This is an optimization exercise on Yosys and OpenROAD, whose aim is small area and a short achievable clock period, not a production implementation. At most, simulation tests tie the RTL to the original design; equivalence was not proved. For runs 1, 4 and 5, only the layout was checked, not whether the RTL still works. No activity file was given, so power comes from the tool's default toggle rates.

$ cat config.mk
export PLATFORM = sky130hd
export DESIGN_NAME = uart_ring_dump_ctrl
export DESIGN_NICKNAME = uart_ring_dump_ctrl
export VERILOG_FILES = /design/flow/design.v
export SDC_FILE = /design/flow/constraint.sdc
export NUM_CORES = 4
export LEC_CHECK = 0
export CAP_MARGIN = 20
export CORE_MARGIN = 2
export CORE_UTILIZATION = 40
export SETUP_SLACK_MARGIN = 4.5
export SLEW_MARGIN = 20
$ cat constraint.sdc
create_clock -name core_clock -period 7.0 [get_ports {Clk}]
set_input_delay 1.4000 -clock core_clock [delete_from_list [all_inputs] [get_ports {Clk}]]
set_output_delay 1.4000 -clock core_clock [all_outputs]
set_load 0.01 [all_outputs]
$ cat design.v
`default_nettype none
package uart_ring_pkg;
  localparam logic MODE_DRAIN  = 1'b0;
  localparam logic MODE_REPLAY = 1'b1;
endpackage
`default_nettype wire
`default_nettype none
module uart_ring_ram (
  input  logic        i_clk,
  input  logic [15:0] i_we_hi,
  input  logic [15:0] i_we_lo,
  input  logic [7:0]  i_wr_data,
  input  logic [7:0]  i_rd_hi,
  input  logic [31:0] i_rd_lo,
  output logic [7:0]  o_rd_data
);
  logic [255:0][7:0] r_mem;
  for (genvar r = 0; r < 256; r++) begin : g_row
    always_ff @(posedge i_clk) begin
      if (i_we_hi[r / 16] && i_we_lo[r % 16]) begin
        r_mem[r] <= i_wr_data;
      end
    end
  end
  logic [7:0][7:0] w_grp;
  logic [3:0][7:0] w_qtr;
  logic [3:0][7:0] r_qtr;
  always_comb begin
    for (int k = 0; k < 4; k++) begin
      w_qtr[k] = '0;
      for (int i = 2 * k; i < 2 * k + 2; i++) begin
        w_grp[i] = '0;
        for (int j = 0; j < 32; j++) begin
          w_grp[i] = w_grp[i] | ({8{i_rd_lo[j]}} & r_mem[32 * i + j]);
        end
        w_qtr[k] = w_qtr[k] | ({8{i_rd_hi[i]}} & w_grp[i]);
      end
    end
  end
  always_ff @(posedge i_clk) begin
    r_qtr <= w_qtr;
  end
  assign o_rd_data = r_qtr[0] | r_qtr[1] | r_qtr[2] | r_qtr[3];
endmodule
`default_nettype wire
`default_nettype none
module uart_ring_dump_ctrl #(
  parameter int   DATA_W    = 8,
  parameter int   ADDR_W    = 8,
  parameter logic KEY_PRESS = 1'b0
) (
  input  logic              Clk,
  input  logic              Rst,
  input  logic              Rx_done,
  input  logic [DATA_W-1:0] Rx_byte,
  input  logic              Key_flag,
  input  logic              Key_state,
  input  logic              Mode,
  input  logic              Tx_done,
  output logic              Tx_en,
  output logic [DATA_W-1:0] Tx_data,
  output logic              Busy,
  output logic              Empty,
  output logic              Full,
  output logic [ADDR_W:0]   Count,
  output logic              Overflow
);
  logic        r_busy;        
  logic        r_idle;        
  logic        r_s_rd;
  logic        r_s_wait;
  logic        r_s_send;
  logic        r_s_wtx;
  logic [8:0]  r_count;
  logic        r_empty;
  logic        r_overflow;
  logic        r_mode;
  logic [8:0]  r_remain;      
  logic        r_last;        
  logic [7:0]  r_rd_ptr;      
  logic [7:0]  r_scan_hi;     
  logic [31:0] r_scan_lo;
  logic [15:0] r_wr_hi;       
  logic [15:0] r_wr_lo;
  logic [7:0]  r_tx_data;
  logic [7:0]  w_q;
  logic w_full, w_inc, w_drop, w_start, w_go, w_pop, w_fin, w_dec;
  assign w_full  = r_count[8];
  assign w_inc   = Rx_done && !w_full;
  assign w_drop  = Rx_done && w_full;
  assign w_start = r_idle && Key_flag && (Key_state == KEY_PRESS);
  assign w_go    = w_start && !r_empty;
  assign w_pop   = r_s_wtx && Tx_done;
  assign w_fin   = w_pop && r_last;
  assign w_dec   = w_pop && (r_mode == uart_ring_pkg::MODE_DRAIN);
  function automatic logic [7:0] f_dec3(input logic [2:0] a);
    f_dec3 = 8'd1 << a;
  endfunction
  function automatic logic [31:0] f_dec5(input logic [4:0] a);
    f_dec5 = 32'd1 << a;
  endfunction
  function automatic logic [2:0] f_enc8(input logic [7:0] h);
    f_enc8 = '0;
    for (int i = 0; i < 8; i++) begin
      if (h[i]) f_enc8 = f_enc8 | 3'(i);
    end
  endfunction
  function automatic logic [4:0] f_enc32(input logic [31:0] h);
    f_enc32 = '0;
    for (int i = 0; i < 32; i++) begin
      if (h[i]) f_enc32 = f_enc32 | 5'(i);
    end
  endfunction
  uart_ring_ram u_ram (
    .i_clk     (Clk),
    .i_we_hi   (r_wr_hi),
    .i_we_lo   (r_wr_lo & {16{w_inc}}),
    .i_wr_data (Rx_byte),
    .i_rd_hi   (r_scan_hi),
    .i_rd_lo   (r_scan_lo),
    .o_rd_data (w_q)
  );
  always_ff @(posedge Clk or posedge Rst) begin
    if (Rst) begin
      r_busy   <= 1'b0;
      r_idle   <= 1'b1;
      r_s_rd   <= 1'b0;
      r_s_wait <= 1'b0;
      r_s_send <= 1'b0;
      r_s_wtx  <= 1'b0;
    end else begin
      r_busy   <= w_go || (!r_idle && !w_fin);
      r_idle   <= !w_go && (r_idle || w_fin);
      r_s_rd   <= w_go || (w_pop && !r_last);
      r_s_wait <= r_s_rd;
      r_s_send <= r_s_wait;
      r_s_wtx  <= r_s_send || (r_s_wtx && !Tx_done);
    end
  end
  always_ff @(posedge Clk or posedge Rst) begin
    if (Rst) begin
      r_count <= '0;
      r_empty <= 1'b1;
    end else if (w_inc && !w_dec) begin
      r_count <= r_count + 9'd1;
      r_empty <= 1'b0;
    end else if (w_dec && !w_inc) begin
      r_count <= r_count - 9'd1;
      r_empty <= (r_count == 9'd1);
    end
  end
  always_ff @(posedge Clk or posedge Rst) begin
    if (Rst) begin
      r_overflow <= 1'b0;
    end else if (w_drop) begin
      r_overflow <= 1'b1;
    end else if (w_start) begin
      r_overflow <= 1'b0;
    end
  end
  always_ff @(posedge Clk) begin
    if (r_idle) begin
      r_mode    <= Mode;
      r_remain  <= r_count;
      r_scan_hi <= f_dec3(r_rd_ptr[7:5]);
      r_scan_lo <= f_dec5(r_rd_ptr[4:0]);
    end else if (r_s_wait) begin
      r_remain  <= r_remain - 9'd1;
      r_last    <= (r_remain == 9'd1);
      r_scan_lo <= {r_scan_lo[30:0], r_scan_lo[31]};
      if (r_scan_lo[31]) r_scan_hi <= {r_scan_hi[6:0], r_scan_hi[7]};
    end
  end
  always_ff @(posedge Clk or posedge Rst) begin
    if (Rst) begin
      r_rd_ptr <= '0;
    end else if (!r_idle && (r_mode == uart_ring_pkg::MODE_DRAIN)) begin
      r_rd_ptr <= {f_enc8(r_scan_hi), f_enc32(r_scan_lo)};
    end
  end
  always_ff @(posedge Clk or posedge Rst) begin
    if (Rst) begin
      r_wr_hi <= 16'd1;
      r_wr_lo <= 16'd1;
    end else begin
      if (w_inc) begin
        r_wr_lo <= {r_wr_lo[14:0], r_wr_lo[15]};
        if (r_wr_lo[15]) r_wr_hi <= {r_wr_hi[14:0], r_wr_hi[15]};
      end
    end
  end
  always_ff @(posedge Clk or posedge Rst) begin
    if (Rst) begin
      r_tx_data <= '0;
    end else if (r_s_wait) begin
      r_tx_data <= w_q;
    end
  end
  assign Tx_en    = r_s_send;
  assign Tx_data  = r_tx_data;
  assign Busy     = r_busy;
  assign Empty    = r_empty;
  assign Full     = w_full;
  assign Count    = r_count;
  assign Overflow = r_overflow;
endmodule
`default_nettype wire
$ cat run.sh
#!/bin/bash
# synth_recipe.tcl (not shown) runs the flow's synth.tcl, then flattens the netlist and writes it again
# the make line also repeats each setting of config.mk as NAME=value (left out here)
make -C /OpenROAD-flow-scripts/flow DESIGN_CONFIG=/design/flow/config.mk WORK_HOME=/design/flow/orfs CLKGATE_MAP_FILE= SYNTH_SCRIPT=/design/flow/synth_recipe.tcl finish
==> flow_metrics.env, run 1 <==
export IMPL_clk_latency_ns=0.86
export IMPL_avgSynthCellArea_sq_um=18.1
export IMPL_hold_viol=0
export IMPL_p_leak_uw=0.0298
export IMPL_design_die_area_sq_mm=0.204
export IMPL_grt_busiest_layer="met2"
export IMPL_place_area_sq_mm=0.0845
export IMPL_worstSetupPathType="reg -> out"
export IMPL_drive_gt1_share_pct=18.0
export IMPL_die_h_um=451
export IMPL_rsz0062_at_grt="yes"
export IMPL_numCtsBuffers=215
export IMPL_r2r_end="u_ram.r_qtr[14]$_DFF_P_"
export IMPL_setup_viol=0
export IMPL_ant_nets=0
export IMPL_ys_seq_area_share_pct=81.6
export IMPL_synth_cell_area_sq_mm=0.0800
export IMPL_cts_tree="yes"
export IMPL_switching_share_pct=24.6
export IMPL_fin_crit_sh_pct=41.5
export IMPL_fp_coreArea_sq_mm=0.199
export IMPL_crit_path_start="r_tx_data[3]$_DFFE_PP0P_"
export IMPL_clkTransAtPathRegs_ns=0.06
export IMPL_grt_met1_usage_pct=37.1
export IMPL_dr_first_iter_drc_count=9120
export IMPL_period_needed_ns=2.90
export IMPL_io_pins=37
export IMPL_combPwrFrac_pct=9.7
export IMPL_wire_per_inst_um=37.7
export IMPL_grt_pass1_wl_um=379000
export IMPL_drtPass1Iterations=6
export IMPL_ys_types=51
export IMPL_num_vias=49066
export IMPL_design_area_sq_mm=0.0929
export IMPL_timing_rr_start="r_scan_lo[18]$_DFFE_PP_"
export IMPL_met3_usage_pct=5.87
export IMPL_crit_end="Tx_data[3]"
export IMPL_r2r_cells=6
export IMPL_crit_cells=1
export IMPL_cts_path_max_buffers=3
export IMPL_row_count=164
export IMPL_holdBufCountCts=0
export IMPL_final_cell_mix="edfxtp_1 (2099), a22oi_1 (781), clkbuf_16 (224)"
export IMPL_crit_chain="buf_6"
export IMPL_async_reset_ff_share_pct=2.96
export IMPL_grt_overflow_total=0
export IMPL_dp_hpwl_um=160000
export IMPL_status="no timing/DRC/antenna violations"
export IMPL_netlist_instances=4426
export IMPL_clkSinkCount=2196
export IMPL_clock_tree_root_cell="clkbuf_16"
export IMPL_synth_warning_count=2
export IMPL_critPathCaptureType="output port"
export IMPL_grt_start_max_net_pins=152
export IMPL_cp_arrival_ns=1.50
export IMPL_worstPathRequired_ns=5.60
export IMPL_min_path_type="reg -> reg"
export IMPL_powerDensity_mw_per_mm2=319
export IMPL_globalplace_congestion=0.936
export IMPL_maxSlewHeadroom_pct=23.6
export IMPL_viasPerCell=6.68
export IMPL_tightest_slew_ns=1.15
export IMPL_drv_cap=0
export IMPL_hp_start="r_s_rd$_DFF_PP0_"
export IMPL_slew_viol_final=0
export IMPL_synth_edf_count=2099
export IMPL_slowest_stage="dfrtp_2"
export IMPL_drc=0
export IMPL_fin_util_pct=46.6
export IMPL_layout_commonest_cell="edfxtp_1"
export IMPL_fillers=16420
export IMPL_ir_drop_mv=0.244
export IMPL_switchingPower_uw=7310
export IMPL_antenna_found_initial=20
export IMPL_nNetsFinal=4521
export IMPL_critPathBufInv=1
export IMPL_grt_usage_pct=26.5
export IMPL_synth_main_ff_cell="edfxtp_1"
export IMPL_synth_seq_cells=2196
export IMPL_use_met2_pct=39.4
export IMPL_fmax_ghz=0.345
export IMPL_finClkSkew_ns=0.0354
export IMPL_cell_internal_pwr_uw=22400
export IMPL_crit_path_max_incr_delay_ns=0.49
export IMPL_ff2ff_setup_slack_ns=4.43
export IMPL_synth_fp_nets=4447
export IMPL_io_buffer_count=36
export IMPL_setup_tns_ns=0
export IMPL_clock_power_share_pct=40.7
export IMPL_die_width_um=451
export IMPL_htreeDepth=4
export IMPL_critPathTopFamily="flip-flops"
export IMPL_startpoint_type="flip-flop"
export IMPL_initial_core_util_pct=40.2
export IMPL_grt_pass1_vias=45870
export IMPL_wl_um=277000
export IMPL_synthToLayoutAreaGrowth_pct=16.1
export IMPL_cp_max_fo=2
export IMPL_pwr_share_seq_pct=49.6
-- layout make-up --
class	count	area (sq um)	share of cell area (%)
flip-flops and latches	2196	65300	70.3
multi-input cells	1904	15000	16.2
clock buffers	268	5870	6.32
well taps	2656	3320	3.58
repair buffers	167	1780	1.92
clock inverters	128	1460	1.57
inverters	14	72.6	0.0781
diodes	11	27.5	0.0296
repair inverters	2	17.5	0.0189
-- logic make-up (layout without fill, tap and decap cells) --
group | Yosys count | count (layout) | share of synthesized area, %
adders and majority gates | 6 | 6 | 0.0938
xor gates and xnor gates | 15 | 15 | 0.164
other | 0 | 11 | 0
AOI/OAI and AO/OA | 1173 | 1173 | 11.3
DFF | 2196 | 2196 | 81.6
buffers and inverters | 326 | 579 | 1.65
and+or+nand+nor | 707 | 707 | 5.19
muxes | 3 | 3 | 0.0375
-- layer usage --
| metal | vias to the layer above | routed length (um) |
|---|---|---|
| li1 | 18835 | - |
| met1 | 25244 | 104000 |
| met2 | 4243 | 123000 |
| met3 | 734 | 35000 |
| met4 | 10 | 14600 |
| met5 | - | 108 |
-- Yosys cell counts (22+ instances only) --
library cell / n / area (sq um)
edfxtp_1: 2099 / 63000
a22oi_1: 792 / 5950
and3_1: 256 / 1600
nand4_1: 203 / 1270
clkbuf_1: 146 / 548
a22o_1: 117 / 1020
a221oi_1: 116 / 1020
buf_1: 93 / 349
nand2_1: 77 / 289
dfrtp_1: 61 / 1530
buf_2: 60 / 300
nor4_1: 58 / 363
nand3_1: 42 / 210
o2bb2ai_1: 35 / 307
dfxtp_1: 32 / 641
nor2_1: 25 / 93.8
o21ai_0: 22 / 110
-- repair_timing --
item	4_1_cts	5_1_grt
setup endpoints to repair	1715	43
pin swaps	14	16
buffers inserted	26	0
gates cloned	3	0
gates resized for setup	248	28
-- flip-flops by register name, indices dropped and copies added (netlist names), 8 cells and up --
signal / flops
r_count: 9
u_ram.r_qtr: 32
r_rd_ptr: 8
r_wr_hi: 16
r_tx_data: 8
r_wr_lo: 16
u_ram.r_mem: 2048
r_scan_lo: 32
r_scan_hi: 8
r_remain: 9
-- worst min-delay path by stage --
stage               slack [ns]            endpoint  cells after the start
floorplan                 0.33  r_s_wait$_DFF_PP0_                      0
global placement          0.33  r_s_wait$_DFF_PP0_                      0
detailed placement        0.33  r_s_wait$_DFF_PP0_                      0
CTS                       0.35  r_s_wait$_DFF_PP0_                      0
global route              0.36  r_s_wait$_DFF_PP0_                      0
finish                    0.35  r_s_wait$_DFF_PP0_                      0
-- through the flow --
step           worst slack [ns]  power [uW]  hold slack, ns  instances
6_report                   4.10       29700           0.347       7346
5_1_grt                    4.04       30300           0.359       7337
4_1_cts                    4.05       29600           0.349       7335
3_5_place_dp               2.76       17600           0.335       6910
3_3_place_gp               2.80       17500           0.334       6910
2_1_floorplan              3.69       16200           0.331       4426
-- power groups by stage --
stage | clock network, uW | registers (uW) | logic (uW)
after global placement | 0 | 15000 | 2510
after floorplan | 0 | 14900 | 1250
final | 12100 | 14700 | 2870
after CTS | 12100 | 14700 | 2780
after global routing | 12600 | 14700 | 2930
after detailed placement | 0 | 15000 | 2520
==> run 2, diff against run 1 <==
--- a/design.v
+++ b/design.v
@@ -8,6 +8,6 @@
 module uart_ring_ram (
   input  logic        i_clk,
-  input  logic [15:0] i_we_hi,
-  input  logic [15:0] i_we_lo,
+  input  logic [15:0] i_we_hi_n,
+  input  logic [15:0] i_we_lo_n,
   input  logic [7:0]  i_wr_data,
   input  logic [7:0]  i_rd_hi,
@@ -18,5 +18,5 @@
   for (genvar r = 0; r < 256; r++) begin : g_row
     always_ff @(posedge i_clk) begin
-      if (i_we_hi[r / 16] && i_we_lo[r % 16]) begin
+      if (!(i_we_hi_n[r / 16] || i_we_lo_n[r % 16])) begin
         r_mem[r] <= i_wr_data;
       end
@@ -72,6 +72,9 @@
   logic        r_s_send;
   logic        r_s_wtx;
-  logic [8:0]  r_count;
+  logic [8:0]  r_count;       
   logic        r_empty;
+  logic [8:0]  r_count_n;     
+  logic        r_empty_n;
+  logic [8:0]  w_count;
   logic        r_overflow;
   logic        r_mode;
@@ -81,14 +84,15 @@
   logic [7:0]  r_scan_hi;     
   logic [31:0] r_scan_lo;
-  logic [15:0] r_wr_hi;       
-  logic [15:0] r_wr_lo;
+  logic [15:0] r_wr_hi_n;     
+  logic [15:0] r_wr_lo_n;
   logic [7:0]  r_tx_data;
   logic [7:0]  w_q;
   logic w_full, w_inc, w_drop, w_start, w_go, w_pop, w_fin, w_dec;
-  assign w_full  = r_count[8];
+  assign w_count = ~r_count_n;
+  assign w_full  = w_count[8];
   assign w_inc   = Rx_done && !w_full;
   assign w_drop  = Rx_done && w_full;
   assign w_start = r_idle && Key_flag && (Key_state == KEY_PRESS);
-  assign w_go    = w_start && !r_empty;
+  assign w_go    = w_start && r_empty_n;
   assign w_pop   = r_s_wtx && Tx_done;
   assign w_fin   = w_pop && r_last;
@@ -114,6 +118,6 @@
   uart_ring_ram u_ram (
     .i_clk     (Clk),
-    .i_we_hi   (r_wr_hi),
-    .i_we_lo   (r_wr_lo & {16{w_inc}}),
+    .i_we_hi_n (r_wr_hi_n),
+    .i_we_lo_n (r_wr_lo_n | {16{!w_inc}}),
     .i_wr_data (Rx_byte),
     .i_rd_hi   (r_scan_hi),
@@ -140,12 +144,18 @@
   always_ff @(posedge Clk or posedge Rst) begin
     if (Rst) begin
-      r_count <= '0;
-      r_empty <= 1'b1;
+      r_count   <= '0;
+      r_empty   <= 1'b1;
+      r_count_n <= '1;
+      r_empty_n <= 1'b0;
     end else if (w_inc && !w_dec) begin
-      r_count <= r_count + 9'd1;
-      r_empty <= 1'b0;
+      r_count   <= w_count + 9'd1;
+      r_empty   <= 1'b0;
+      r_count_n <= ~(w_count + 9'd1);
+      r_empty_n <= 1'b1;
     end else if (w_dec && !w_inc) begin
-      r_count <= r_count - 9'd1;
-      r_empty <= (r_count == 9'd1);
+      r_count   <= w_count - 9'd1;
+      r_empty   <= (w_count == 9'd1);
+      r_count_n <= ~(w_count - 9'd1);
+      r_empty_n <= (w_count != 9'd1);
     end
   end
@@ -162,5 +172,5 @@
     if (r_idle) begin
       r_mode    <= Mode;
-      r_remain  <= r_count;
+      r_remain  <= w_count;
       r_scan_hi <= f_dec3(r_rd_ptr[7:5]);
       r_scan_lo <= f_dec5(r_rd_ptr[4:0]);
@@ -181,10 +191,10 @@
   always_ff @(posedge Clk or posedge Rst) begin
     if (Rst) begin
-      r_wr_hi <= 16'd1;
-      r_wr_lo <= 16'd1;
+      r_wr_hi_n <= 16'hFFFE;
+      r_wr_lo_n <= 16'hFFFE;
     end else begin
       if (w_inc) begin
-        r_wr_lo <= {r_wr_lo[14:0], r_wr_lo[15]};
-        if (r_wr_lo[15]) r_wr_hi <= {r_wr_hi[14:0], r_wr_hi[15]};
+        r_wr_lo_n <= {r_wr_lo_n[14:0], r_wr_lo_n[15]};
+        if (!r_wr_lo_n[15]) r_wr_hi_n <= {r_wr_hi_n[14:0], r_wr_hi_n[15]};
       end
     end
@@ -201,5 +211,5 @@
   assign Busy     = r_busy;
   assign Empty    = r_empty;
-  assign Full     = w_full;
+  assign Full     = r_count[8];
   assign Count    = r_count;
   assign Overflow = r_overflow;
--- a/config.mk
+++ b/config.mk
@@ -6,7 +6,9 @@
 export NUM_CORES = 4
 export LEC_CHECK = 0
-export CAP_MARGIN = 20
+export CAP_MARGIN = 30
 export CORE_MARGIN = 2
-export CORE_UTILIZATION = 40
-export SETUP_SLACK_MARGIN = 4.5
-export SLEW_MARGIN = 20
+export CORE_UTILIZATION = 65
+export CTS_CLUSTER_DIAMETER = 50
+export CTS_CLUSTER_SIZE = 26
+export SETUP_SLACK_MARGIN = 4.4
+export SLEW_MARGIN = 30
==> flow_metrics.env, run 2 <==
export IMPL_status="no timing/DRC/antenna violations"
export IMPL_avgSynthCellArea_sq_um=17.9
export IMPL_period_needed_ns=2.88
export IMPL_ys_types=56
export IMPL_finClkSkew_ns=0.0270
export IMPL_grt_pass1_wl_um=362000
export IMPL_critPathTopFamily="flip-flops"
export IMPL_yosysTopAreaCell="edfxtp_1"
export IMPL_wl_um=266000
export IMPL_final_cell_mix="edfxtp_1 (2099), a22oi_1 (762), nand4_1 (216)"
export IMPL_synth_fp_nets=4494
export IMPL_dp_hpwl_um=160000
export IMPL_num_vias=48645
export IMPL_tightest_slew_ns=1.14
export IMPL_yosysTopAreaCellShare_pct=78.7
export IMPL_grt_usage_pct=42.2
export IMPL_holdWs_ns=0.353
export IMPL_drc=0
export IMPL_nNetsFinal=4512
export IMPL_clkTransAtPathRegs_ns=0.08
export IMPL_largest_reg_flops=2048
export IMPL_io_pins=37
export IMPL_initial_core_util_pct=65.6
export IMPL_min_path_type="reg -> reg"
export IMPL_design_area_sq_mm=0.0905
export IMPL_ir_drop_mv=0.375
export IMPL_slew_viol_final=0
export IMPL_startpoint_type="flip-flop"
export IMPL_fin_crit_sh_pct=41.1
export IMPL_fp_coreArea_sq_mm=0.122
export IMPL_slowest_stage="dfrtp_2"
export IMPL_cts_tree="yes"
export IMPL_die_width_um=355
export IMPL_p_leak_uw=0.0293
export IMPL_grt_overflow_total=0
export IMPL_powerDensity_mw_per_mm2=272
export IMPL_row_count=128
export IMPL_wire_per_inst_um=42.5
export IMPL_antenna_found_initial=6
export IMPL_top_register="u_ram.r_mem"
export IMPL_drv_cap=0
export IMPL_synth_most_common_cell="edfxtp_1"
export IMPL_drtPass1Iterations=8
export IMPL_ant_nets=0
export IMPL_synthToLayoutAreaGrowth_pct=13.1
export IMPL_setup_viol=0
export IMPL_synth_main_ff_cell="edfxtp_1"
export IMPL_rsz0062_at_grt="yes"
export IMPL_io_buffer_count=36
export IMPL_worstSetupPathType="reg -> out"
export IMPL_grt_pass1_vias=44641
export IMPL_finalPower_uw=24600
export IMPL_setup_ws_ns=4.12
export IMPL_cp_arrival_ns=1.48
export IMPL_place_area_sq_mm=0.0833
export IMPL_design_die_area_sq_mm=0.126
export IMPL_grt_start_max_net_pins=157
export IMPL_maxSlewHeadroom_pct=23.9
export IMPL_critPathBufInv=1
export IMPL_synth_area_leaders="edfxtp_1 (79%), a22oi_1 (7.2%), nand4_1 (1.7%)"
export IMPL_viasPerCell=7.78
export IMPL_layout_commonest_cell="edfxtp_1"
export IMPL_crit_chain="buf_6"
export IMPL_synth_seq_cells=2206
export IMPL_yosys_top_cells_count="edfxtp_1 (2099), a22oi_1 (769), nor2_1 (295), nand4_1 (216), clkbuf_1 (165)"
export IMPL_worstPathRequired_ns=5.60
export IMPL_dr_first_iter_drc_count=9931
export IMPL_cp_max_fo=2
export IMPL_die_h_um=355
export IMPL_cts_path_max_buffers=3
export IMPL_detailedPlace_worstSlack_ns=2.74
export IMPL_htreeDepth=4
export IMPL_hold_viol=0
export IMPL_critPathCaptureType="output port"
export IMPL_synth_edf_count=2099
export IMPL_async_reset_ff_share_pct=3.40
export IMPL_ys_seq_area_share_pct=81.9
export IMPL_clk_latency_ns=0.84
export IMPL_globalplace_congestion=1.00
export IMPL_synth_cell_area_sq_mm=0.0801
export IMPL_holdBufCountCts=0
export IMPL_clkSinkCount=2206
export IMPL_numCtsBuffers=155
export IMPL_drive_gt1_share_pct=18.9
export IMPL_fmax_ghz=0.348
export IMPL_crit_path_max_incr_delay_ns=0.50
export IMPL_clock_tree_root_cell="clkbuf_16"
export IMPL_synth_warning_count=2
export IMPL_setup_tns_ns=0
export IMPL_netlist_instances=4473
export IMPL_reg_top3="u_ram.r_mem: 2048 flops, r_scan_lo: 32 flops, u_ram.r_qtr: 32 flops"
export IMPL_fillers=7290
-- run 2: cell types whose count changed after synthesis, moves of 21 or more --
cell | previous run | this run
o2bb2ai_1 | 35 | 0
a22oi_1 | 792 | 769
nand2_1 | 77 | 19
inv_1 | 12 | 44
nor2_1 | 25 | 295
dfstp_2 | 4 | 41
mux2_2 | 0 | 21
dfrtp_1 | 61 | 34
o22ai_1 | 13 | 48
and3_1 | 256 | 2
-- run 2: path summary, 6_finish.rpt --
check / from / to / slack [ns] / cells past startpoint
worst min-delay path: r_s_rd$_DFF_PP0_ / r_s_wait$_DFF_PP0_ / 0.35 / 0
min in group asynchronous: Rst / r_count[6]$_DFFE_PP0P_ / 0.91 / 2
max in group asynchronous: Rst / r_tx_data[5]$_DFFE_PP0P_ / 4.82 / 3
worst max register to register: r_scan_lo[18]$_DFFE_PP_ / u_ram.r_qtr[4]$_DFF_P_ / 4.31 / 7
worst min register to register: r_s_rd$_DFF_PP0_ / r_s_wait$_DFF_PP0_ / 0.35 / 0
worst max-delay path: r_tx_data[7]$_DFFE_PP0P_ / Tx_data[7] / 4.12 / 1
-- run 2: kinds of logic after synthesis --
logic type      count (synthesis)  share of synthesized area [%]
compound gates               1156                           11.0
xor+xnor                       23                          0.252
fa+ha+maj                       6                         0.0938
buf+inv                       371                           1.85
flops                        2206                           81.9
mux                            37                          0.577
simple gates                  674                           4.26
-- run 2: final cells by class --
class / instances / area, sq um / area share [%]
multi-input cells: 1897 / 15200 / 16.8
flip-flops and latches: 2206 / 65600 / 72.5
clock buffers: 172 / 4130 / 4.57
repair buffers: 183 / 1840 / 2.04
well taps: 1625 / 2030 / 2.25
clock inverters: 119 / 1500 / 1.66
inverters: 48 / 184 / 0.203
diodes: 3 / 7.51 / 0.00829
-- run 2: timing repair --
item	CTS	global route
gates resized for setup	310	48
endpoints found under the setup margin	1940	732
pin swaps	7	21
setup buffers	15	20
cloned	1	0
-- run 2: report_power, final --
part | internal, uW | leakage [uW] | switching, uW
Combinational | 20.1 | 0.00677 | 261
Sequential | 14400 | 0.0198 | 0.00000000000000510
Clock | 5010 | 0.00270 | 4930
-- run 2: metrics by stage --
stage	std cells	util, %
2_1_floorplan	4473	-
3_3_place_gp	5922	68.3
4_1_cts	6229	73.8
5_1_grt	6250	74.2
3_5_place_dp	5922	68.3
6_report	6253	74.2
-- run 2: layer usage --
layer	share of wire [%]	global-route usage [%]	vias up
met3	16	12.2	782
met4	5.5	17.3	8
li1	-	-	18594
met2	44	61.3	4910
met5	0.016	0	-
met1	35	61.2	24351
-- run 2: worst register-to-register path: stages, from the launching register on --
cell	delay, ns
edfxtp_1	0.36
buf_4	0.32
buf_8	0.32
a22oi_1	0.46
nand4_1	0.32
o41ai_4	0.49
buf_4	0.21
o21ai_0	0.09
==> run 3, diff against run 2 <==
--- a/config.mk
+++ b/config.mk
@@ -9,6 +9,6 @@
 export CORE_MARGIN = 2
 export CORE_UTILIZATION = 65
-export CTS_CLUSTER_DIAMETER = 50
-export CTS_CLUSTER_SIZE = 26
+export CTS_CLUSTER_DIAMETER = 60
+export CTS_CLUSTER_SIZE = 20
 export SETUP_SLACK_MARGIN = 4.4
 export SLEW_MARGIN = 30
==> flow_metrics.env, run 3 <==
export IMPL_status="no timing/DRC/antenna violations"
export IMPL_worstPathRequired_ns=5.60
export IMPL_worstSetupPathType="reg -> out"
export IMPL_io_pins=37
export IMPL_yosysTopAreaCell="edfxtp_1"
export IMPL_ys_seq_area_share_pct=81.9
export IMPL_drtPass1Iterations=9
export IMPL_num_vias=48542
export IMPL_fp_coreArea_sq_mm=0.122
export IMPL_synth_most_common_cell="edfxtp_1"
export IMPL_rsz0062_at_grt="yes"
export IMPL_dr_first_iter_drc_count=10404
export IMPL_ant_nets=0
export IMPL_critPathBufInv=1
export IMPL_p_leak_uw=0.0287
export IMPL_min_path_type="reg -> reg"
export IMPL_critPathTopFamily="flip-flops"
export IMPL_grt_usage_pct=42.1
export IMPL_cp_max_fo=2
export IMPL_setup_tns_ns=0
export IMPL_reg_top3="u_ram.r_mem: 2048 flops, r_scan_lo: 32 flops, u_ram.r_qtr: 32 flops"
export IMPL_place_area_sq_mm=0.0833
export IMPL_viasPerCell=7.83
export IMPL_fin_util_pct=73.2
export IMPL_fmax_ghz=0.349
export IMPL_design_die_area_sq_mm=0.126
export IMPL_synth_cell_area_sq_mm=0.0801
export IMPL_grt_overflow_total=0
export IMPL_grt_pass1_wl_um=361000
export IMPL_finClkSkew_ns=0.0253
export IMPL_drv_cap=0
export IMPL_dp_hpwl_um=160000
export IMPL_timing_rr_start="r_scan_lo[21]$_DFFE_PP_"
export IMPL_layout_commonest_cell="edfxtp_1"
export IMPL_use_met2_pct=60.8
export IMPL_cp_arrival_ns=1.47
export IMPL_die_width_um=355
export IMPL_cts_path_max_buffers=3
export IMPL_grt_start_max_net_pins=157
export IMPL_crit_path_max_incr_delay_ns=0.50
export IMPL_drive_gt1_share_pct=17.6
export IMPL_async_reset_ff_share_pct=3.40
export IMPL_die_h_um=355
export IMPL_final_cell_mix="edfxtp_1 (2099), a22oi_1 (761), nand4_1 (216)"
export IMPL_synthToLayoutAreaGrowth_pct=11.6
export IMPL_synth_edf_count=2099
export IMPL_hold_viol=0
export IMPL_yosysTopAreaCellShare_pct=78.7
export IMPL_wl_um=265000
export IMPL_slew_viol_final=0
export IMPL_synth_main_ff_cell="edfxtp_1"
export IMPL_yosys_top_cells_count="edfxtp_1 (2099), a22oi_1 (769), nor2_1 (295), nand4_1 (216), clkbuf_1 (165)"
export IMPL_r2r_end="u_ram.r_qtr[11]$_DFF_P_"
export IMPL_synth_warning_count=2
export IMPL_clkTransAtPathRegs_ns=0.08
export IMPL_row_count=128
export IMPL_startpoint_type="flip-flop"
export IMPL_initial_core_util_pct=65.6
export IMPL_cell_internal_pwr_uw=18600
export IMPL_ff2ff_setup_slack_ns=4.24
export IMPL_netlist_instances=4473
export IMPL_whs_path_depth=0
export IMPL_ys_types=56
export IMPL_largest_reg_flops=2048
export IMPL_finalPower_uw=23300
export IMPL_antenna_found_initial=7
export IMPL_synth_fp_nets=4494
export IMPL_hp_start="r_s_rd$_DFF_PP0_"
export IMPL_io_buffer_count=36
export IMPL_htreeDepth=4
export IMPL_clk_latency_ns=0.82
export IMPL_nNetsFinal=4502
export IMPL_powerDensity_mw_per_mm2=260
export IMPL_synth_seq_cells=2206
export IMPL_clock_tree_root_cell="clkbuf_16"
export IMPL_drc=0
export IMPL_setup_viol=0
export IMPL_grt_busiest_layer="met1"
export IMPL_pwr_share_seq_pct=61.9
export IMPL_grt_pass1_vias=44321
export IMPL_numCtsBuffers=142
export IMPL_top_register="u_ram.r_mem"
export IMPL_r2r_cells=7
export IMPL_met3_usage_pct=11.7
export IMPL_clock_power_share_pct=36.9
export IMPL_holdBufCountCts=0
export IMPL_ir_drop_mv=0.366
export IMPL_globalplace_congestion=1.00
export IMPL_slowest_stage="dfrtp_2"
export IMPL_switchingPower_uw=4630
export IMPL_period_needed_ns=2.87
export IMPL_critPathCaptureType="output port"
export IMPL_min_to="r_s_wait$_DFF_PP0_"
export IMPL_design_area_sq_mm=0.0894
export IMPL_fin_crit_sh_pct=41.0
export IMPL_combPwrFrac_pct=1.2
export IMPL_holdWs_ns=0.361
export IMPL_synth_area_leaders="edfxtp_1 (79%), a22oi_1 (7.2%), nand4_1 (1.7%)"
export IMPL_grt_met1_usage_pct=61.9
export IMPL_avgSynthCellArea_sq_um=17.9
export IMPL_wire_per_inst_um=42.8
export IMPL_clkSinkCount=2206
export IMPL_crit_chain="buf_6"
export IMPL_maxSlewHeadroom_pct=27.5
export IMPL_tightest_slew_ns=1.09
export IMPL_cts_tree="yes"
export IMPL_switching_share_pct=19.9
run 3: changes by cell type in the layout (fill, tap and decap cells not counted), sizes merged:
cell	previous run	this run
diode	3	1
inv	86	61
clkinv	50	38
bufinv	13	4
clkbuf	180	182
clkinvlp	18	6
buf	169	172
run 3: cell families (layout without fill, tap and decap cells):
| family | count (synthesis) | count (layout) | share of synthesized area (%) |
|---|---|---|---|
| DFF | 2206 | 2206 | 81.9 |
| AOI/OAI and AO/OA | 1156 | 1156 | 11.0 |
| and+or+nand+nor | 674 | 675 | 4.26 |
| buffers and inverters | 371 | 469 | 1.85 |
| muxes | 37 | 37 | 0.577 |
| xor gates and xnor gates | 23 | 23 | 0.252 |
| adders and majority gates | 6 | 6 | 0.0938 |
| other | 0 | 1 | 0 |
run 3: final cells by class:
| cell class | count | area (sq um) |
|---|---|---|
| antenna | 1 | 2.50 |
| tap | 1625 | 2030 |
| sequential | 2206 | 65600 |
| multi-input combinational | 1897 | 15200 |
| clock buffer | 174 | 3940 |
| timing repair buffer | 186 | 1880 |
| inverter | 48 | 184 |
| clock inverter | 61 | 524 |
| fill | 7414 | 32700 |
run 3: per-stage QoR:
| stage | setup WS (ns) | cells |
|---|---|---|
| 6_report | 4.13 | 6198 |
| 2_1_floorplan | 4.08 | 4473 |
| 5_1_grt | 4.10 | 6197 |
| 3_3_place_gp | 2.79 | 5922 |
| 3_5_place_dp | 2.74 | 5922 |
| 4_1_cts | 4.10 | 6172 |
run 3: power by group through the flow:
stage / Combinational (uW) / Sequential [uW] / Clock (uW)
floorplan: 6.78 / 14700 / 0
global placement: 280 / 14700 / 0
detailed placement: 279 / 14700 / 0
CTS: 277 / 14400 / 8570
global route: 289 / 14400 / 9030
finish: 281 / 14400 / 8580
run 3: layer usage:
metal / up-vias / routed length, um / part of all wire (%)
li1: 18501 / - / -
met1: 24241 / 92700 / 35
met2: 5040 / 116000 / 44
met3: 752 / 42700 / 16
met4: 8 / 13200 / 5.0
met5: - / 48 / 0.018
run 3: worst max-delay path by stage:
stage	start	to	slack (ns)	cells past startpoint
3_3_place_gp	Rx_done	u_ram.r_mem[250]$_DFFE_PN_	2.79	5
3_5_place_dp	Rx_done	u_ram.r_mem[120]$_DFFE_PN_	2.74	5
6_report	r_tx_data[7]$_DFFE_PP0P_	Tx_data[7]	4.13	1
4_1_cts	r_empty$_DFFE_PP1P_	Empty	4.10	1
5_1_grt	r_empty$_DFFE_PP1P_	Empty	4.10	1
2_1_floorplan	Rx_done	u_ram.r_mem[1144]$_DFFE_PN_	4.08	7
run 3: what timing repair did:
| item | 4_1_cts | 5_1_grt |
|---|---|---|
| hold endpoints to repair | 0 | 0 |
| endpoints found under the setup margin | 2046 | 692 |
| setup buffers | 14 | 24 |
| gates resized for setup | 311 | 47 |
| pin swaps | 9 | 20 |
| cloned | 1 | 0 |
==> run 4, diff against run 3 <==
--- a/design.v
+++ b/design.v
@@ -84,7 +84,10 @@
   logic [7:0]  r_scan_hi;     
   logic [31:0] r_scan_lo;
+  logic        r_wr_en;       
+  logic [7:0]  r_wr_data;
   logic [15:0] r_wr_hi_n;     
   logic [15:0] r_wr_lo_n;
-  logic [7:0]  r_tx_data;
+  logic [7:0]  r_tx_data;     
+  logic [7:0]  r_tx_data_n;   
   logic [7:0]  w_q;
   logic w_full, w_inc, w_drop, w_start, w_go, w_pop, w_fin, w_dec;
@@ -119,6 +122,6 @@
     .i_clk     (Clk),
     .i_we_hi_n (r_wr_hi_n),
-    .i_we_lo_n (r_wr_lo_n | {16{!w_inc}}),
-    .i_wr_data (Rx_byte),
+    .i_we_lo_n (r_wr_lo_n | {16{!r_wr_en}}),
+    .i_wr_data (r_wr_data),
     .i_rd_hi   (r_scan_hi),
     .i_rd_lo   (r_scan_lo),
@@ -189,10 +192,15 @@
     end
   end
-  always_ff @(posedge Clk or posedge Rst) begin
-    if (Rst) begin
+  always_ff @(posedge Clk) begin
+    r_wr_data <= Rx_byte;
+  end
+  always_ff @(posedge Clk or posedge Rst) begin
+    if (Rst) begin
+      r_wr_en   <= 1'b0;
       r_wr_hi_n <= 16'hFFFE;
       r_wr_lo_n <= 16'hFFFE;
     end else begin
-      if (w_inc) begin
+      r_wr_en <= w_inc;
+      if (r_wr_en) begin
         r_wr_lo_n <= {r_wr_lo_n[14:0], r_wr_lo_n[15]};
         if (!r_wr_lo_n[15]) r_wr_hi_n <= {r_wr_hi_n[14:0], r_wr_hi_n[15]};
@@ -202,7 +210,11 @@
   always_ff @(posedge Clk or posedge Rst) begin
     if (Rst) begin
-      r_tx_data <= '0;
+      r_tx_data   <= '0;
+      r_tx_data_n <= '1;
     end else if (r_s_wait) begin
-      r_tx_data <= w_q;
+      r_tx_data   <= w_q;
+      r_tx_data_n <= ~w_q;
+    end else begin
+      r_tx_data   <= ~r_tx_data_n;
     end
   end
--- a/config.mk
+++ b/config.mk
@@ -6,9 +6,9 @@
 export NUM_CORES = 4
 export LEC_CHECK = 0
-export CAP_MARGIN = 30
+export CAP_MARGIN = 25
 export CORE_MARGIN = 2
 export CORE_UTILIZATION = 65
-export CTS_CLUSTER_DIAMETER = 60
-export CTS_CLUSTER_SIZE = 20
-export SETUP_SLACK_MARGIN = 4.4
-export SLEW_MARGIN = 30
+export CTS_CLUSTER_DIAMETER = 70
+export CTS_CLUSTER_SIZE = 30
+export SETUP_SLACK_MARGIN = 4.3
+export SLEW_MARGIN = 25
==> flow_metrics.env, run 4 <==
export IMPL_ys_types=52
export IMPL_antenna_found_initial=4
export IMPL_synth_compound_area_share_pct=10.9
export IMPL_muxShareOfSynthArea_pct=0.613
export IMPL_grt_usage_pct=40.1
export IMPL_grt_start_max_net_pins=187
export IMPL_grt_pass1_wl_um=350000
export IMPL_setup_tns_ns=0
export IMPL_dp_hpwl_um=146000
export IMPL_synth_fp_nets=4518
export IMPL_critPathBufInv=1
export IMPL_startpoint_type="flip-flop"
export IMPL_tightest_slew_ns=1.15
export IMPL_critPathTopFamily="flip-flops"
export IMPL_clk_latency_ns=0.80
export IMPL_min_path_type="reg -> reg"
export IMPL_avgSynthCellArea_sq_um=17.9
export IMPL_dr_first_iter_drc_count=8954
export IMPL_design_die_area_sq_mm=0.127
export IMPL_synth_top_family_by_area="compound AO/OA/AOI/OAI gates"
export IMPL_grt_pass1_vias=44946
export IMPL_num_vias=47716
export IMPL_holdBufCountCts=0
export IMPL_hold_viol=0
export IMPL_synth_warning_count=2
export IMPL_final_cell_mix="edfxtp_1 (2099), a22oi_1 (772), nand4_1 (211)"
export IMPL_synth_main_ff_cell="edfxtp_1"
export IMPL_drtPass1Iterations=6
export IMPL_crit_path_max_incr_delay_ns=0.56
export IMPL_io_buffer_count=36
export IMPL_rsz0062_at_grt="yes"
export IMPL_synth_most_common_cell="edfxtp_1"
export IMPL_row_count=129
export IMPL_async_reset_ff_share_pct=3.78
export IMPL_clock_tree_root_cell="clkbuf_16"
export IMPL_fin_crit_sh_pct=40.6
export IMPL_slowest_stage="dfstp_2"
export IMPL_top_register="u_ram.r_mem"
export IMPL_drv_cap=0
export IMPL_reg_top3="u_ram.r_mem: 2048 flops, r_scan_lo: 32 flops, u_ram.r_qtr: 32 flops"
export IMPL_worstPathRequired_ns=5.60
export IMPL_synth_edf_count=2099
export IMPL_fp_coreArea_sq_mm=0.123
export IMPL_wire_per_inst_um=40.6
export IMPL_seqCellArea_sq_mm=0.0660
export IMPL_wl_um=254000
export IMPL_die_width_um=356
export IMPL_initial_core_util_pct=65.2
export IMPL_die_h_um=356
export IMPL_crit_cells=1
export IMPL_switching_share_pct=21.8
export IMPL_synthAdderAreaFrac_pct=0.0933
export IMPL_synth_cell_area_sq_mm=0.0804
export IMPL_fillers=7617
export IMPL_holdWs_ns=0.376
export IMPL_io_pins=37
export IMPL_ir_drop_mv=0.275
export IMPL_viasPerCell=7.63
export IMPL_synthToLayoutAreaGrowth_pct=9.75
export IMPL_largest_reg_flops=2048
export IMPL_combPwrFrac_pct=0.8
export IMPL_switchingPower_uw=5070
export IMPL_synth_seq_cells=2223
export IMPL_clkSinkCount=2223
export IMPL_yosys_top_cells_count="edfxtp_1 (2099), a22oi_1 (772), nor2_1 (288), nand4_1 (211), clkbuf_1 (195)"
export IMPL_ys_seq_area_share_pct=82.0
export IMPL_p_leak_uw=0.0288
export IMPL_cell_internal_pwr_uw=18200
export IMPL_cts_path_max_buffers=3
export IMPL_setup_viol=0
export IMPL_status="no timing/DRC/antenna violations"
export IMPL_worstSetupPathType="reg -> out"
export IMPL_pwr_share_seq_pct=62.7
export IMPL_synth_area_leaders="edfxtp_1 (78%), a22oi_1 (7.2%), nand4_1 (1.6%)"
export IMPL_grt_overflow_total=0
export IMPL_r2r_cells=6
export IMPL_yosysTopAreaCell="edfxtp_1"
export IMPL_period_needed_ns=2.84
export IMPL_htreeDepth=3
export IMPL_globalplace_congestion=0.902
export IMPL_numCtsBuffers=120
export IMPL_critPathCaptureType="output port"
export IMPL_netlist_instances=4497
export IMPL_yosys_area_share_simple_pct=4.26
export IMPL_slew_viol_final=0
export IMPL_synth_xor_area_share_pct=0.250
export IMPL_whs_path_depth=0
export IMPL_layout_commonest_cell="edfxtp_1"
export IMPL_drive_gt1_share_pct=15.9
export IMPL_finClkSkew_ns=0.0423
export IMPL_ant_nets=0
export IMPL_fmax_ghz=0.352
export IMPL_maxSlewHeadroom_pct=23.1
export IMPL_powerDensity_mw_per_mm2=263
export IMPL_clkTransAtPathRegs_ns=0.10
export IMPL_crit_chain="buf_6"
export IMPL_drc=0
export IMPL_cp_max_fo=2
export IMPL_nNetsFinal=4531
export IMPL_multi_input_area_sq_mm=0.0138
export IMPL_clock_power_share_pct=36.5
export IMPL_cp_arrival_ns=1.44
export IMPL_cts_tree="yes"
export IMPL_yosysTopAreaCellShare_pct=78.4
## run 4: stage by stage
step / power [uW] / instances / area (sq um) / worst slack [ns] / utilization, %
after global placement: 15000 / 6004 / 83000 / 3.54 / 67.3
final: 23200 / 6253 / 88300 / 4.16 / 71.6
after CTS: 23200 / 6245 / 87900 / 4.09 / 71.3
after global routing: 23700 / 6252 / 88300 / 4.12 / 71.6
after detailed placement: 15000 / 6012 / 83200 / 3.59 / 67.5
after floorplan: 14900 / 4497 / 80500 / 4.26 / -
## run 4: logic make-up (layout without fill, tap and decap cells)
logic type / Yosys count / in the layout
AO/OA/AOI/OAI: 1148 / 1148
XOR/XNOR: 23 / 23
adder cells (fa/ha/maj): 6 / 6
buffers and inverters: 378 / 496
flip-flops: 2223 / 2223
multiplexers: 44 / 44
other: 0 / 1
AND/OR/NAND/NOR: 675 / 675
## run 4: area by class of cell
type	instances	share of cell area (%)
Clock buffer	130	3.55
Antenna cell	1	0.00283
Inverter	56	0.242
Clock inverter	97	1.44
Multi-Input combinational cell	1896	15.6
Tap cell	1637	2.32
Sequential cell	2223	74.8
Timing Repair Buffer	213	2.04
## run 4: power groups by stage
stage | Sequential (uW) | Combinational, uW | Clock, uW
after floorplan | 14900 | 7.46 | 0
after CTS | 14600 | 175 | 8480
after global routing | 14600 | 191 | 8930
after detailed placement | 14900 | 177 | 0
final | 14600 | 180 | 8490
after global placement | 14900 | 168 | 0
## run 4: path summary, 6_finish.rpt
check                      slack [ns]               startpoint                 endpoint
hold reg to reg                  0.38         r_s_rd$_DFF_PP0_       r_s_wait$_DFF_PP0_
setup reg to reg                 4.18  r_scan_lo[11]$_DFFE_PP_  u_ram.r_qtr[10]$_DFF_P_
setup / recovery                 4.16      r_empty$_DFFE_PP1P_                    Empty
min in group asynchronous        1.04                      Rst   r_count[2]$_DFFE_PP0P_
hold / removal                   0.38         r_s_rd$_DFF_PP0_       r_s_wait$_DFF_PP0_
max in group asynchronous        4.90                      Rst  r_rd_ptr[6]$_DFFE_PP0P_
## run 4: repair_timing
action / in CTS / in global routing
setup buffers: 6 / 2
endpoints found under the setup margin: 796 / 265
resized for setup: 199 / 44
## run 4: per-layer routing
metal | wire length [um] | vias up | track usage [%] | part of all wire (%)
li1 | - | 18584 | - | -
met1 | 89900 | 24232 | 57.6 | 35
met2 | 115000 | 4209 | 60.0 | 45
met3 | 35900 | 687 | 9.20 | 14
met4 | 12700 | 4 | 17.9 | 5.0
met5 | 29 | - | 0 | 0.011
==> run 5, diff against run 4 <==
--- a/config.mk
+++ b/config.mk
@@ -8,5 +8,5 @@
 export CAP_MARGIN = 25
 export CORE_MARGIN = 2
-export CORE_UTILIZATION = 65
+export CORE_UTILIZATION = 75
 export CTS_CLUSTER_DIAMETER = 70
 export CTS_CLUSTER_SIZE = 30
==> flow_metrics.env, run 5 <==
export IMPL_status="no timing/DRC/antenna violations"
export IMPL_setup_tns_ns=0
export IMPL_avgSynthCellArea_sq_um=17.9
export IMPL_initial_core_util_pct=75.4
export IMPL_setup_ws_ns=4.06
export IMPL_slowest_stage="dfrtp_2"
export IMPL_num_vias=48433
export IMPL_grt_overflow_total=0
export IMPL_min_path_type="reg -> reg"
export IMPL_htreeDepth=3
export IMPL_synth_top_family_by_area="compound AO/OA/AOI/OAI gates"
export IMPL_ir_drop_mv=0.318
export IMPL_critPathTopFamily="flip-flops"
export IMPL_ys_seq_area_share_pct=82.0
export IMPL_cp_arrival_ns=1.54
export IMPL_place_area_sq_mm=0.0829
export IMPL_synth_seq_cells=2223
export IMPL_antenna_found_initial=9
export IMPL_fmax_ghz=0.340
export IMPL_dp_hpwl_um=143000
export IMPL_synth_edf_count=2099
export IMPL_fp_coreArea_sq_mm=0.107
export IMPL_numCtsBuffers=100
export IMPL_ant_nets=0
export IMPL_ys_types=52
export IMPL_synth_compound_area_share_pct=10.9
export IMPL_crit_path_max_incr_delay_ns=0.47
export IMPL_powerDensity_mw_per_mm2=253
export IMPL_drv_cap=0
export IMPL_clk_latency_ns=0.75
export IMPL_design_area_sq_mm=0.0866
export IMPL_clkSinkCount=2223
export IMPL_synth_warning_count=2
export IMPL_crit_chain="dlygate4sd2_1"
export IMPL_yosysTopAreaCell="edfxtp_1"
export IMPL_n_antenna_cell=0
export IMPL_nNetsFinal=4502
export IMPL_wl_um=248000
export IMPL_synthToLayoutAreaGrowth_pct=7.64
export IMPL_worstSetupPathType="reg -> out"
export IMPL_die_width_um=332
export IMPL_maxSlewHeadroom_pct=20.7
export IMPL_yosys_area_share_simple_pct=4.26
export IMPL_drtPass1Iterations=9
export IMPL_netlist_instances=4497
export IMPL_finClkSkew_ns=0.0353
export IMPL_hold_viol=0
export IMPL_die_h_um=332
export IMPL_viasPerCell=8.13
export IMPL_globalplace_congestion=0.913
export IMPL_synth_fp_nets=4518
export IMPL_cts_path_max_buffers=3
export IMPL_drive_gt1_share_pct=13.7
export IMPL_drc=0
export IMPL_critPathCaptureType="output port"
export IMPL_cp_max_fo=1
export IMPL_cts_tree="yes"
export IMPL_yosysTopAreaCellShare_pct=78.4
export IMPL_critPathBufInv=1
export IMPL_grt_start_max_net_pins=199
export IMPL_synth_cell_area_sq_mm=0.0804
export IMPL_clkTransAtPathRegs_ns=0.10
export IMPL_grt_usage_pct=45.1
export IMPL_synth_area_leaders="edfxtp_1 (78%), a22oi_1 (7.2%), nand4_1 (1.6%)"
export IMPL_period_needed_ns=2.94
export IMPL_wire_per_inst_um=41.6
export IMPL_fin_crit_sh_pct=42.0
export IMPL_setup_viol=0
export IMPL_synth_main_ff_cell="edfxtp_1"
export IMPL_synth_xor_area_share_pct=0.250
export IMPL_io_pins=37
export IMPL_synth_most_common_cell="edfxtp_1"
export IMPL_row_count=120
export IMPL_grt_pass1_wl_um=343000
export IMPL_dr_first_iter_drc_count=10534
export IMPL_largest_reg_flops=2048
export IMPL_grt_pass1_vias=45530
export IMPL_top_register="u_ram.r_mem"
export IMPL_reg_top3="u_ram.r_mem: 2048 flops, r_scan_lo: 32 flops, u_ram.r_qtr: 32 flops"
export IMPL_final_cell_mix="edfxtp_1 (2099), a22oi_1 (772), nand4_1 (211)"
export IMPL_io_buffer_count=36
export IMPL_design_die_area_sq_mm=0.110
export IMPL_p_leak_uw=0.0281
export IMPL_rsz0062_at_grt="yes"
export IMPL_startpoint_type="flip-flop"
export IMPL_slew_viol_final=0
export IMPL_tightest_slew_ns=1.18
export IMPL_yosys_top_cells_count="edfxtp_1 (2099), a22oi_1 (772), nor2_1 (288), nand4_1 (211), clkbuf_1 (195)"
export IMPL_async_reset_ff_share_pct=3.78
export IMPL_detailedPlace_worstSlack_ns=3.59
export IMPL_worstPathRequired_ns=5.60
export IMPL_synthAdderAreaFrac_pct=0.0933
export IMPL_holdBufCountCts=0
export IMPL_layout_commonest_cell="edfxtp_1"
export IMPL_muxShareOfSynthArea_pct=0.613
export IMPL_clock_tree_root_cell="clkbuf_16"
-- run 5: cell types whose count changed in the layout (fill, tap and decap cells not counted), moves of 6 or more --
cell and change:
nor2_1 +44, nor2_2 -38, clkbuf_16 -21, inv_6 -15, clkbuf_1 +14, inv_12 -11, buf_12 -9, inv_8 -8
nand2b_4 -8, nor3_1 -8, nand2b_1 +6, nor2_4 -6
-- run 5: cell type report --
type | count | area, sq um
clock buffers | 122 | 2650
clock inverters | 54 | 678
fillers | 5306 | 20200
inverters | 56 | 214
multi-input cells | 1896 | 13700
flip-flops and latches | 2223 | 66000
well taps | 1403 | 1760
repair buffers | 204 | 1590
-- run 5: cell families (layout without fill, tap and decap cells) --
group,after synthesis,in the layout
DFF,2223,2223
muxes,44,44
adders and majority gates,6,6
and+or+nand+nor,675,675
buffers and inverters,378,436
AOI/OAI and AO/OA,1148,1148
xor gates and xnor gates,23,23
-- run 5: timing repair --
action,4_1_cts,5_1_grt
hold endpoints to repair,0,0
endpoints found under the setup margin,103,308
buffers inserted,7,1
resized for setup,118,51
pin swaps,4,6
-- run 5: routing by layer --
layer	vias to the layer above	part of all wire, %	GRT usage [%]
li1	18452	-	-
met1	23648	31	61.9
met2	5369	44	65.6
met3	954	18	13.8
met4	10	6.7	25.5
met5	-	0.024	0
-- run 5: metrics by stage --
step                total power, uW  util, %  hold WS, ns  cells
floorplan                     14900        -        0.331   4497
global placement              15000     77.3        0.334   5754
detailed placement            15000     77.6        0.335   5769
CTS                           21800     80.8        0.358   5952
global route                  22200     81.1        0.379   5958
finish                        21900     81.1        0.358   5958
-- run 5: final timing paths --
kind,from,to,slack [ns],cells past startpoint
setup / recovery,r_tx_data[2]$_DFF_PP0_,Tx_data[2],4.06,1
hold / removal,r_s_rd$_DFF_PP0_,r_s_wait$_DFF_PP0_,0.36,0
setup reg to reg,r_wr_en$_DFF_PP0_,u_ram.r_mem[711]$_DFFE_PN_,4.11,3
hold reg to reg,r_s_rd$_DFF_PP0_,r_s_wait$_DFF_PP0_,0.36,0
max in group asynchronous,Rst,r_tx_data[0]$_DFF_PP0_,4.61,3
min in group asynchronous,Rst,r_empty_n$_DFFE_PP0P_,1.04,2
-- run 5: power breakdown --
| part | leakage [uW] | total (uW) | switching, uW | internal [uW] |
|---|---|---|---|---|
| Clock | 0.00160 | 7190 | 4260 | 2920 |
| Sequential | 0.0199 | 14600 | 48.5 | 14500 |
| Combinational | 0.00661 | 174 | 159 | 14.7 |
==> run 6, diff against run 5 <==
--- a/design.v
+++ b/design.v
@@ -73,7 +73,8 @@
   logic        r_s_wtx;
   logic [8:0]  r_count;       
-  logic        r_empty;
+  logic        r_full;
+  logic        r_nempty;
+  logic        r_empty;       
   logic [8:0]  r_count_n;     
-  logic        r_empty_n;
   logic [8:0]  w_count;
   logic        r_overflow;
@@ -84,8 +85,8 @@
   logic [7:0]  r_scan_hi;     
   logic [31:0] r_scan_lo;
-  logic        r_wr_en;       
-  logic [7:0]  r_wr_data;
-  logic [15:0] r_wr_hi_n;     
-  logic [15:0] r_wr_lo_n;
+  logic [7:0]  r_wr_ptr;      
+  logic [7:0]  r_wr_data;     
+  logic [15:0] r_we_hi_n;     
+  logic [15:0] r_we_lo_n;     
   logic [7:0]  r_tx_data;     
   logic [7:0]  r_tx_data_n;   
@@ -97,8 +98,11 @@
   assign w_drop  = Rx_done && w_full;
   assign w_start = r_idle && Key_flag && (Key_state == KEY_PRESS);
-  assign w_go    = w_start && r_empty_n;
+  assign w_go    = w_start && !r_empty;
   assign w_pop   = r_s_wtx && Tx_done;
   assign w_fin   = w_pop && r_last;
   assign w_dec   = w_pop && (r_mode == uart_ring_pkg::MODE_DRAIN);
+  function automatic logic [15:0] f_dec4(input logic [3:0] a);
+    f_dec4 = 16'd1 << a;
+  endfunction
   function automatic logic [7:0] f_dec3(input logic [2:0] a);
     f_dec3 = 8'd1 << a;
@@ -121,6 +125,6 @@
   uart_ring_ram u_ram (
     .i_clk     (Clk),
-    .i_we_hi_n (r_wr_hi_n),
-    .i_we_lo_n (r_wr_lo_n | {16{!r_wr_en}}),
+    .i_we_hi_n (r_we_hi_n),
+    .i_we_lo_n (r_we_lo_n),
     .i_wr_data (r_wr_data),
     .i_rd_hi   (r_scan_hi),
@@ -148,17 +152,20 @@
     if (Rst) begin
       r_count   <= '0;
+      r_full    <= 1'b0;
+      r_nempty  <= 1'b0;
       r_empty   <= 1'b1;
       r_count_n <= '1;
-      r_empty_n <= 1'b0;
     end else if (w_inc && !w_dec) begin
       r_count   <= w_count + 9'd1;
+      r_full    <= (w_count == 9'd255);
+      r_nempty  <= 1'b1;
       r_empty   <= 1'b0;
       r_count_n <= ~(w_count + 9'd1);
-      r_empty_n <= 1'b1;
     end else if (w_dec && !w_inc) begin
       r_count   <= w_count - 9'd1;
+      r_full    <= 1'b0;
+      r_nempty  <= (w_count != 9'd1);
       r_empty   <= (w_count == 9'd1);
       r_count_n <= ~(w_count - 9'd1);
-      r_empty_n <= (w_count != 9'd1);
     end
   end
@@ -194,16 +201,12 @@
   always_ff @(posedge Clk) begin
     r_wr_data <= Rx_byte;
-  end
-  always_ff @(posedge Clk or posedge Rst) begin
-    if (Rst) begin
-      r_wr_en   <= 1'b0;
-      r_wr_hi_n <= 16'hFFFE;
-      r_wr_lo_n <= 16'hFFFE;
-    end else begin
-      r_wr_en <= w_inc;
-      if (r_wr_en) begin
-        r_wr_lo_n <= {r_wr_lo_n[14:0], r_wr_lo_n[15]};
-        if (!r_wr_lo_n[15]) r_wr_hi_n <= {r_wr_hi_n[14:0], r_wr_hi_n[15]};
-      end
+    r_we_hi_n <= ~f_dec4(r_wr_ptr[7:4]);
+    r_we_lo_n <= ~(f_dec4(r_wr_ptr[3:0]) & {16{w_inc}});
+  end
+  always_ff @(posedge Clk or posedge Rst) begin
+    if (Rst) begin
+      r_wr_ptr <= '0;
+    end else if (w_inc) begin
+      r_wr_ptr <= r_wr_ptr + 8'd1;
     end
   end
@@ -222,6 +225,6 @@
   assign Tx_data  = r_tx_data;
   assign Busy     = r_busy;
-  assign Empty    = r_empty;
-  assign Full     = r_count[8];
+  assign Empty    = !r_nempty;
+  assign Full     = r_full;
   assign Count    = r_count;
   assign Overflow = r_overflow;
--- a/config.mk
+++ b/config.mk
@@ -8,7 +8,7 @@
 export CAP_MARGIN = 25
 export CORE_MARGIN = 2
-export CORE_UTILIZATION = 75
-export CTS_CLUSTER_DIAMETER = 70
+export CORE_UTILIZATION = 70
+export CTS_CLUSTER_DIAMETER = 60
 export CTS_CLUSTER_SIZE = 30
-export SETUP_SLACK_MARGIN = 4.3
+export SETUP_SLACK_MARGIN = 4.35
 export SLEW_MARGIN = 25
==> flow_metrics.env, run 6 <==
export IMPL_clk_latency_ns=0.80
export IMPL_worstPathRequired_ns=7.64
export IMPL_setup_tns_ns=0
export IMPL_drv_cap=0
export IMPL_cp_arrival_ns=3.47
export IMPL_ys_types=55
export IMPL_design_area_sq_mm=0.0882
export IMPL_min_path_type="reg -> reg"
export IMPL_fin_crit_sh_pct=40.5
export IMPL_initial_core_util_pct=70.4
export IMPL_reg_top3="u_ram.r_mem: 2048 flops, r_scan_lo: 32 flops, u_ram.r_qtr: 32 flops"
export IMPL_rsz0062_at_grt="yes"
export IMPL_die_width_um=343
export IMPL_tightest_slew_ns=1.19
export IMPL_slew_viol_final=0
export IMPL_p_leak_uw=0.0277
export IMPL_critPathBufInv=1
export IMPL_antenna_found_initial=8
export IMPL_dp_hpwl_um=144000
export IMPL_num_vias=48830
export IMPL_wl_um=253000
export IMPL_layout_commonest_cell="edfxtp_1"
export IMPL_maxSlewHeadroom_pct=20.1
export IMPL_drive_gt1_share_pct=12.8
export IMPL_grt_pass1_wl_um=347000
export IMPL_nNetsFinal=4593
export IMPL_yosys_top_cells_count="edfxtp_1 (2099), a22oi_1 (786), nor2_1 (283), nand4_1 (204), clkbuf_1 (152)"
export IMPL_fin_util_pct=77.2
export IMPL_synth_cell_area_sq_mm=0.0804
export IMPL_dr_first_iter_drc_count=9574
export IMPL_cts_tree="yes"
export IMPL_hp_start="r_s_rd$_DFF_PP0_"
export IMPL_io_buffer_count=36
export IMPL_critPathCaptureType="flip-flop"
export IMPL_worstSetupPathType="reg -> reg"
export IMPL_startpoint_type="flip-flop"
export IMPL_ant_nets=0
export IMPL_cts_path_max_buffers=3
export IMPL_synth_warning_count=2
export IMPL_synth_seq_cells=2231
export IMPL_place_area_sq_mm=0.0830
export IMPL_top_register="u_ram.r_mem"
export IMPL_fmax_ghz=0.352
export IMPL_wire_per_inst_um=40.8
export IMPL_row_count=124
export IMPL_timing_rr_start="r_scan_lo[0]$_DFFE_PP_"
export IMPL_crit_path_start="r_scan_lo[0]$_DFFE_PP_"
export IMPL_finClkSkew_ns=0.0263
export IMPL_synth_edf_count=2099
export IMPL_grt_start_max_net_pins=214
export IMPL_setup_ws_ns=4.16
export IMPL_numCtsBuffers=139
export IMPL_status="no timing/DRC/antenna violations"
export IMPL_crit_chain="buf_4, a22oi_1, nand4_1, nor4_1, o21ai_0"
export IMPL_crit_path_max_incr_delay_ns=0.81
export IMPL_ys_seq_area_share_pct=82.1
export IMPL_synth_fp_nets=4539
export IMPL_design_die_area_sq_mm=0.118
export IMPL_yosysTopAreaCellShare_pct=78.4
export IMPL_clock_tree_root_cell="clkbuf_16"
export IMPL_avgSynthCellArea_sq_um=17.8
export IMPL_htreeDepth=4
export IMPL_largest_reg_flops=2048
export IMPL_holdWs_ns=0.354
export IMPL_globalplace_congestion=0.918
export IMPL_ir_drop_mv=0.293
export IMPL_grt_overflow_total=0
export IMPL_powerDensity_mw_per_mm2=289
export IMPL_synth_most_common_cell="edfxtp_1"
export IMPL_setup_viol=0
export IMPL_drc=0
export IMPL_critPathTopFamily="simple AND/OR/NAND/NOR gates"
export IMPL_clkSinkCount=2231
export IMPL_synth_main_ff_cell="edfxtp_1"
export IMPL_fp_coreArea_sq_mm=0.114
export IMPL_async_reset_ff_share_pct=2.69
export IMPL_synthToLayoutAreaGrowth_pct=9.71
export IMPL_grt_pass1_vias=46134
export IMPL_grt_usage_pct=43.2
export IMPL_yosysTopAreaCell="edfxtp_1"
export IMPL_netlist_instances=4511
export IMPL_period_needed_ns=2.84
export IMPL_viasPerCell=7.89
export IMPL_hold_viol=0
export IMPL_detailedPlace_worstSlack_ns=3.49
export IMPL_cp_max_fo=23
export IMPL_synth_area_leaders="edfxtp_1 (78%), a22oi_1 (7.3%), dfxtp_1 (1.8%)"
export IMPL_clkTransAtPathRegs_ns=0.08
export IMPL_slowest_stage="nor4_1"
export IMPL_io_pins=37
export IMPL_final_cell_mix="edfxtp_1 (2099), a22oi_1 (786), nor2_1 (209)"
export IMPL_die_h_um=343
export IMPL_drtPass1Iterations=8
-- run 6: changes by cell type after synthesis, sizes merged, moves of 10 or more --
| cell | before | now |
|---|---|---|
| clkbuf | 195 | 152 |
| nand2 | 22 | 64 |
| buf | 127 | 165 |
| mux2 | 42 | 8 |
| dfxtp | 40 | 72 |
| dfstp | 49 | 19 |
| nand3 | 28 | 51 |
| o22ai | 48 | 26 |
| o2bb2ai | 0 | 21 |
| nor3 | 30 | 15 |
| a22oi | 772 | 786 |
| nand2b | 18 | 5 |
| inv | 52 | 41 |
| o21ai | 34 | 44 |
-- run 6: where the power goes --
group	leakage [uW]	internal, uW	switching [uW]
sequential	0.0201	14700	175
combinational	0.00527	459	1310
clock	0.00230	4290	4600
-- run 6: cell families (layout without fill, tap and decap cells) --
logic type / Yosys count / in the layout / share of synthesized area (%)
buf+inv: 360 / 520 / 1.80
simple gates: 707 / 707 / 4.38
xor+xnor: 28 / 28 / 0.305
other cells: 0 / 4 / 0
compound gates: 1159 / 1159 / 11.1
flops: 2231 / 2231 / 82.1
fa+ha+maj: 13 / 13 / 0.202
mux: 13 / 13 / 0.174
-- run 6: worst paths after layout --
kind,cells past startpoint,slack (ns),endpoint
setup / recovery,5,4.16,u_ram.r_qtr[30]$_DFF_P_
hold / removal,0,0.35,r_s_wait$_DFF_PP0_
min in group asynchronous,3,1.25,r_tx_data[3]$_DFF_PP0_
hold reg to reg,0,0.35,r_s_wait$_DFF_PP0_
max in group asynchronous,3,5.01,r_tx_data[1]$_DFF_PP0_
setup reg to reg,5,4.16,u_ram.r_qtr[30]$_DFF_P_
-- run 6: routing by layer --
metal / routed length (um) / vias up / track usage (%)
met2: 112000 / 4934 / 63.0
met1: 83900 / 24342 / 60.3
met3: 40900 / 871 / 12.8
li1: - / 18669 / -
met4: 15400 / 14 / 22.0
met5: 158 / - / 0.601
-- run 6: layout make-up --
type,instances,area (sq um)
antenna,4,10.0
clock buffer,154,3660
clock inverter,93,1040
fill,6325,26000
inverter,43,168
multi-input combinational,1920,13400
sequential,2231,66000
tap,1512,1890
timing repair buffer,230,1980
-- run 6: what timing repair did --
| action | 4_1_cts | 5_1_grt |
|---|---|---|
| buffers inserted | 21 | 10 |
| pin swaps | 0 | 1 |
| hold buffers | 0 | 0 |
| gates cloned | 0 | 0 |
| setup endpoints to repair | 53 | 40 |
| gates resized for setup | 120 | 6 |
-- run 6: through the flow --
| stage | std cells | total power (uW) |
|---|---|---|
| after floorplan | 4511 | 16000 |
| after global placement | 5892 | 16800 |
| after detailed placement | 5899 | 16800 |
| after CTS | 6167 | 25300 |
| after global routing | 6183 | 25900 |
| final | 6187 | 25500 |

re-timing with driven ports:
No port has a modelled driver above. Below, the same layouts with a new extraction and two added sets of constraints.
Step 1 (the two cells are an assumption about what drives the block):
set clk [get_ports {Clk}]
set_driving_cell -lib_cell sky130_fd_sc_hd__clkbuf_16 $clk
set_driving_cell -lib_cell sky130_fd_sc_hd__buf_2 [delete_from_list [all_inputs] $clk]
Step 2 adds t to the input delays and takes it off the output delays; t is the mean of the earliest and latest rising clock arrival at the registers after step 1. Input paths then give back, and output paths get back, about the clock's delay inside the block.
Three values: no drivers, after step 1, after step 2; two values: the first two.
run	t, ns	slack for setup (ns)	latest minus earliest clock arrival (ns)	worst register clock-pin slew, ns	worst slew at a driven data input, ns
run 1	0.933	4.098 / 4.002 / 3.741	0.040 / 0.040	0.07 / 0.07	0.07
run 2	0.899	4.124 / 4.042 / 3.449	0.037 / 0.037	0.10 / 0.10	0.04
run 3	0.889	4.133 / 4.045 / 3.457	0.031 / 0.031	0.09 / 0.09	0.04
run 4	0.861	4.156 / 4.073 / 3.621	0.045 / 0.046	0.12 / 0.12	0.03
run 5	0.809	4.062 / 3.985 / 3.666	0.037 / 0.037	0.12 / 0.12	0.04
run 6	0.857	4.163 / 4.112 / 3.769	0.028 / 0.029	0.11 / 0.11	0.04
After both steps every run listed still meets setup and hold. For run 3, which loses most, drivers alone change the setup slack by -0.088 ns; drivers and shift together by -0.676 ns.
